What follows belongs to an exercise in optimizing a design on an open flow for small area and a short achievable clock period; a production flow would make more cautious choices. In this exercise RTL edits were held to simulation tests only and were not proved equivalent to the original.

$ cat flow/constraint.sdc
create_clock -name core_clock -period 21.0 [get_ports {clk}]
set_input_delay 4.2000 -clock core_clock [delete_from_list [all_inputs] [get_ports {clk}]]
set_output_delay 4.2000 -clock core_clock [all_outputs]
set_load 0.01 [all_outputs]
$ cat flow/design.v
package lvt_pkg;
    localparam int LVT_WIDTH = 32;    
    localparam int LVT_DEPTH = 512;   
    localparam int LVT_PORTS = 4;     
    localparam int LVT_REQS  = 8;     
    localparam int LVT_CNT_W = 16;    
endpackage
import lvt_pkg::*;
module lvt_sched_pick
#(
    parameter  int WIDTH = lvt_pkg::LVT_WIDTH,
    parameter  int DEPTH = lvt_pkg::LVT_DEPTH,
    parameter  int PORTS = lvt_pkg::LVT_PORTS,
    parameter  int REQS  = lvt_pkg::LVT_REQS,
    localparam int AW    = $clog2(DEPTH),
    localparam int RW    = (REQS > 1) ? $clog2(REQS) : 1,
    localparam int PW    = (PORTS > 1) ? $clog2(PORTS) : 1
) (
    input  logic [RW-1:0]                 rr,
    input  logic [REQS-1:0]               req_valid,
    input  logic [REQS-1:0][AW-1:0]       req_addr,
    input  logic [REQS-1:0][WIDTH-1:0]    req_data,
    output logic [REQS-1:0]               req_ready,
    output logic [PORTS-1:0]              pick_en,
    output logic [PORTS-1:0][AW-1:0]      pick_addr,
    output logic [PORTS-1:0][WIDTH-1:0]   pick_data,
    output logic [RW-1:0]                 next_rr,
    output logic                          conflict
);
    logic [PW:0]   gcnt;       
    logic [RW-1:0] idx;        
    logic [RW-1:0] last_idx;   
    logic          grant_any;
    logic          hit;        
    always_comb begin
        req_ready = '0;
        pick_en   = '0;
        pick_addr = '0;
        pick_data = '0;
        gcnt      = '0;
        idx       = '0;
        last_idx  = '0;
        grant_any = 1'b0;
        hit       = 1'b0;
        conflict  = 1'b0;
        for (int s = 0; s < REQS; s++) begin
            idx = RW'((int'(rr) + s) % REQS);
            hit = 1'b0;
            for (int k = 0; k < PORTS; k++) begin
                if ((k < s) && pick_en[k] && (pick_addr[k] == req_addr[idx])) begin
                    hit = 1'b1;
                end
            end
            if (req_valid[idx] && (gcnt < (PW+1)'(PORTS))) begin
                if (hit) begin
                    conflict = 1'b1;
                end else begin
                    req_ready[idx]             = 1'b1;
                    pick_en[gcnt[PW-1:0]]      = 1'b1;
                    pick_addr[gcnt[PW-1:0]]    = req_addr[idx];
                    pick_data[gcnt[PW-1:0]]    = req_data[idx];
                    last_idx                   = idx;
                    grant_any                  = 1'b1;
                    gcnt                       = gcnt + (PW+1)'(1);
                end
            end
        end
        if (!grant_any) begin
            next_rr = rr;
        end else if (last_idx == RW'(REQS - 1)) begin
            next_rr = '0;
        end else begin
            next_rr = last_idx + RW'(1);
        end
    end
endmodule
import lvt_pkg::*;
module lvt_write_scheduler
#(
    parameter  int WIDTH = lvt_pkg::LVT_WIDTH,
    parameter  int DEPTH = lvt_pkg::LVT_DEPTH,
    parameter  int PORTS = lvt_pkg::LVT_PORTS,
    parameter  int REQS  = lvt_pkg::LVT_REQS,
    localparam int AW    = $clog2(DEPTH),
    localparam int RW    = (REQS > 1) ? $clog2(REQS) : 1
) (
    input  logic                          clk,
    input  logic                          rst_n,
    input  logic [REQS-1:0]               req_valid,
    input  logic [REQS-1:0][AW-1:0]       req_addr,
    input  logic [REQS-1:0][WIDTH-1:0]    req_data,
    output logic [REQS-1:0]               req_ready,
    output logic [PORTS-1:0]              port_en,
    output logic [PORTS-1:0][AW-1:0]      port_addr,
    output logic [PORTS-1:0][WIDTH-1:0]   port_d,
    output logic [LVT_CNT_W-1:0]          conflict_cnt
);
    logic [RW-1:0]                rr_q, rr_d;
    logic [PORTS-1:0]             port_en_q, port_en_d;
    logic [PORTS-1:0][AW-1:0]     port_addr_q, port_addr_d;
    logic [PORTS-1:0][WIDTH-1:0]  port_d_q, port_d_d;
    logic [LVT_CNT_W-1:0]         conflict_cnt_q, conflict_cnt_d;
    logic [REQS-1:0]              valid_g;
    logic [PORTS-1:0]             pick_en;
    logic [PORTS-1:0][AW-1:0]     pick_addr;
    logic [PORTS-1:0][WIDTH-1:0]  pick_data;
    logic [RW-1:0]                next_rr;
    logic                         conflict;
    assign valid_g = req_valid & {REQS{rst_n}};
    lvt_sched_pick #(
        .WIDTH (WIDTH),
        .DEPTH (DEPTH),
        .PORTS (PORTS),
        .REQS  (REQS)
    ) u_pick (
        .rr        (rr_q),
        .req_valid (valid_g),
        .req_addr  (req_addr),
        .req_data  (req_data),
        .req_ready (req_ready),
        .pick_en   (pick_en),
        .pick_addr (pick_addr),
        .pick_data (pick_data),
        .next_rr   (next_rr),
        .conflict  (conflict)
    );
    always_comb begin
        rr_d           = next_rr;
        port_en_d      = pick_en;
        port_addr_d    = port_addr_q;
        port_d_d       = port_d_q;
        conflict_cnt_d = (conflict && !(&conflict_cnt_q)) ? conflict_cnt_q + 1'b1 : conflict_cnt_q;
        for (int k = 0; k < PORTS; k++) begin
            if (pick_en[k]) begin
                port_addr_d[k] = pick_addr[k];
                port_d_d[k]    = pick_data[k];
            end
        end
    end
    always_ff @(posedge clk or negedge rst_n) begin
        if (!rst_n) begin
            rr_q           <= '0;
            port_en_q      <= '0;
            port_addr_q    <= '0;
            port_d_q       <= '0;
            conflict_cnt_q <= '0;
        end else begin
            rr_q           <= rr_d;
            port_en_q      <= port_en_d;
            port_addr_q    <= port_addr_d;
            port_d_q       <= port_d_d;
            conflict_cnt_q <= conflict_cnt_d;
        end
    end
    assign port_en      = port_en_q;
    assign port_addr    = port_addr_q;
    assign port_d       = port_d_q;
    assign conflict_cnt = conflict_cnt_q;
endmodule
$ cat flow/run.sh
#!/bin/bash
# synth_recipe.tcl (not shown) runs the flow's synth.tcl, then flattens the netlist and writes it again
# the make line also repeats each setting of config.mk as NAME=value (left out here)
make -C /OpenROAD-flow-scripts/flow DESIGN_CONFIG=/design/flow/config.mk WORK_HOME=/design/flow/orfs CLKGATE_MAP_FILE= SYNTH_SCRIPT=/design/flow/synth_recipe.tcl finish
$ cat flow/config.mk
export PLATFORM = sky130hd
export DESIGN_NAME = lvt_write_scheduler
export DESIGN_NICKNAME = lvt_write_scheduler
export VERILOG_FILES = /design/flow/design.v
export SDC_FILE = /design/flow/constraint.sdc
export NUM_CORES = 4
export LEC_CHECK = 0
export CAP_MARGIN = 20
export CORE_MARGIN = 2
export CORE_UTILIZATION = 40
export SLEW_MARGIN = 20
==> impl_results.md <==
* Syn Std Cell Area at 0.03747 sq mm
* CP Data Arrival Time at about 16000 ps
* Status: finished clean
* CTS root buf: clkbuf_16
* Final min period at roughly 21000 ps
* Multi-input combinational cell area at just over 0.03 sq mm
* Initial antenna violation count at 24
* Crit path largest cell delay at a little over 800 ps
* Core Rows at 112
* Tcrit/Tclk final at 0.9810
* Inst Count DP at 6261
* Area share of the largest cell type after synthesis at 0.2007
* Leading area contributor after synthesis: mux4_2
* Final hold vios at 0
* Post-Synthesis Cells at around 4.7k
* Fmax at approximately 49 MHz
* Worst Hold Class: reg2reg
* Synth warn at 2
* Synth Flop Type: dfrtp_1
* Vias/cell at between 7 and 8
* Post-DRT Antenna Nets at 0
* CTS Buffer Depth at 2
* Least-Margin Pin Slew at approximately 1200 ps
* Clock transition at path regs at ~100 ps
* # clock sinks at 187
* Post-synthesis async set-or-reset flop share at 1.000
* Avg Synthesized Cell Area at 7.899 sq um
* Unrepaired setup endpoints after global routing: false
* Global-route wire length before repair at 329300 um
* Area delta synth->final at 20.33%
* Port bufs at around 530
* CP Launch Type: primary input
* #FFs+latches synth at between 150 and 200
* Setup CP Type: in2out
* Worst setup EP type: primary output
* Final Setup Violations at 0
* Full die area at about 0.096 sq mm
* GR met1 Demand/Resource at 0.6549
* DRC at 0
* Synthesized net count at just over 5k
* Maxcap violations at 0
* Setup_tns at 0 ps
* Total CTS buffers at 17
* Part of the Yosys area used for sequential elements at 0.1249
* Die Ht at approximately 310 um
* Clock latency on the worst-skew pair at between 500 and 600 ps
* WL final at approximately 230000 um
* Top post-synthesis cells by area: mux4_2, dfrtp_1, nand2_1
* DRT iter0 DRCs at ~9k
* Share of layout cells above drive strength 1 at 0.1586
* Worst path most repeated cell: buf_4
* Total gr overflow at 0
* Required time of the worst setup path at ~17000 ps
* Layout Nets at ~5.4k
* Max Slew Vio Count at 0
* DR vias at 48.08k
* I/O pins at 530
* Register area at 0.004691 sq mm
* Final Non-Filler Cells at around 6.3k
* Avg WL per Cell at around 37 um
* Number of synthesized flops with an enable pin at 0
* Largest net degree at the start of global routing at between 150 and 200
* Worst path slowest cell: a31oi_1
* Met2 usage at 0.6456
* Vias in the first global route at 43.49k
* Skew final at between 30 and 40 ps
* H-tree lvl count at 4
* Normalized max-slew margin at 0.2247
* GR Util All Layers at 0.4709
* Distinct cells, synth at around 110
* Layer with the highest usage: met1
* # fillers at around 9k
* Met3 Use GR at 0.1626
* Pre-antenna DRT Iters at 9
* Max FO, Critical Path at 21
* GP Congestion at 1.065
* Initial core utilization at 0.4027
* DP HPWL at approximately 180000 um
* CTS tree: yes
* Core Region at about 0.093 sq mm
* Die W at approximately 310 um
## metrics by stage
stage | worst slack (ps) | hold WS [ps] | area, sq um | utilization
after global routing | 31.25 | 519.6 | 45090 | 0.4845
after detailed placement | 427.4 | 484.7 | 44280 | 0.4759
after CTS | 336.2 | 510.4 | 44880 | 0.4824
after floorplan | 2822 | 519.1 | 37470 | -
after global placement | 385.4 | 486.7 | 44280 | 0.4759
final | 400.0 | 504.6 | 45090 | 0.4846
## layout by cell type, fill, tap and decap left out, types with 184 or more instances in the layout
cell type	count
dfrtp_1	184
o21ai_0	255
nor2_1	307
mux2i_1	239
o22ai_1	312
buf_4	242
nand2_1	684
mux4_2	334
clkdlybuf4s50_1	528
a21oi_1	263
## cell families after synthesis
family                     after synthesis  synth area share
other                                    1         0.0001001
DFF                                    187            0.1249
AOI/OAI and AO/OA                     1683            0.3093
muxes                                  625            0.2803
and+or+nand+nor                       1569            0.1906
xor gates and xnor gates                68           0.01730
adders and majority gates               40           0.01336
buffers and inverters                  571           0.06421
## synth_stat cells, types with 60 or more instances
cell,instances
a21oi_1,263
a22oi_1,82
a311oi_1,102
a31oi_1,179
buf_1,83
buf_2,60
clkbuf_1,339
dfrtp_1,187
mux2i_1,241
mux4_2,334
nand2_1,685
nand3_1,142
nand4_1,70
nor2_1,312
nor3_1,148
o21ai_0,255
o221ai_1,68
o22ai_1,312
## critical path, delay by kind of cell
family                    cells  cell delay, ps
muxes                         1             370
buffers and inverters         8            2270
AOI/OAI and AO/OA            14            4250
xor gates and xnor gates      1             140
and+or+nand+nor              15            5130
## final timing paths
kind	cells past startpoint	endpoint	start	slack, ps
min in group asynchronous	2	port_en_q[2]	rst_n	3940
max in group asynchronous	3	port_d_q[82]	rst_n	15610
setup / recovery	39	req_ready[0]	req_valid[3]	400
hold reg to reg	1	conflict_cnt_q[13]	conflict_cnt_q[13]	500
setup reg to reg	42	rr_q[0]	rr_q[2]	5450
hold / removal	1	conflict_cnt_q[13]	conflict_cnt_q[13]	500
## state kept, by name, indices dropped and copies added, names as in the netlist
register        count
port_addr_q        36
port_en_q           4
conflict_cnt_q     16
rr_q                3
port_d_q          128
## metal layers
metal | up-vias | share of wire
li1 | 19490 | -
met1 | 23530 | 0.39
met2 | 4268 | 0.40
met3 | 763 | 0.15
met4 | 24 | 0.060
met5 | - | 0.00064
## timing repair
item | in CTS | in global routing
resized for setup | 0 | 15
setup endpoints to repair | 0 | 8
hold buffers | 0 | 0
setup buffers | 0 | 1
## cell type report
| type | count | share of cell area |
|---|---|---|
| Multi-Input combinational cell | 3987 | 0.6799 |
| Clock buffer | 19 | 0.01005 |
| Timing Repair Buffer | 783 | 0.1630 |
| Inverter | 55 | 0.004607 |
| Clock inverter | 13 | 0.003275 |
| Sequential cell | 187 | 0.1040 |
| Tap cell | 1254 | 0.03480 |
| Antenna cell | 5 | 0.0002775 |

## afterwards: timing with drivers on the ports
The results above use ideal ports. As a check the final layout listed here was re-extracted and re-timed, cells and wires unchanged.
Step 1 (the two cells are an assumption about what drives the block):
set clk [get_ports {clk}]
set_driving_cell -lib_cell sky130_fd_sc_hd__clkbuf_16 $clk
set_driving_cell -lib_cell sky130_fd_sc_hd__buf_2 [delete_from_list [all_inputs] $clk]
Step 2 moves the port delays by t, midway between the first and last clock arrival at a register: inputs arrive t later, outputs are due t later. That takes back most of the time a late clock gives input paths.
Slacks: ideal / step 1 / step 2; pairs: ideal / step 1.
t (ns): 0.561
setup slack, ns: 0.400 / 0.378 / 0.378
pins driven straight from the clock port: 1
After both steps setup and hold are still met in this run. For this run, drivers alone change the setup slack by -0.022 ns; drivers and shift together by -0.022 ns.
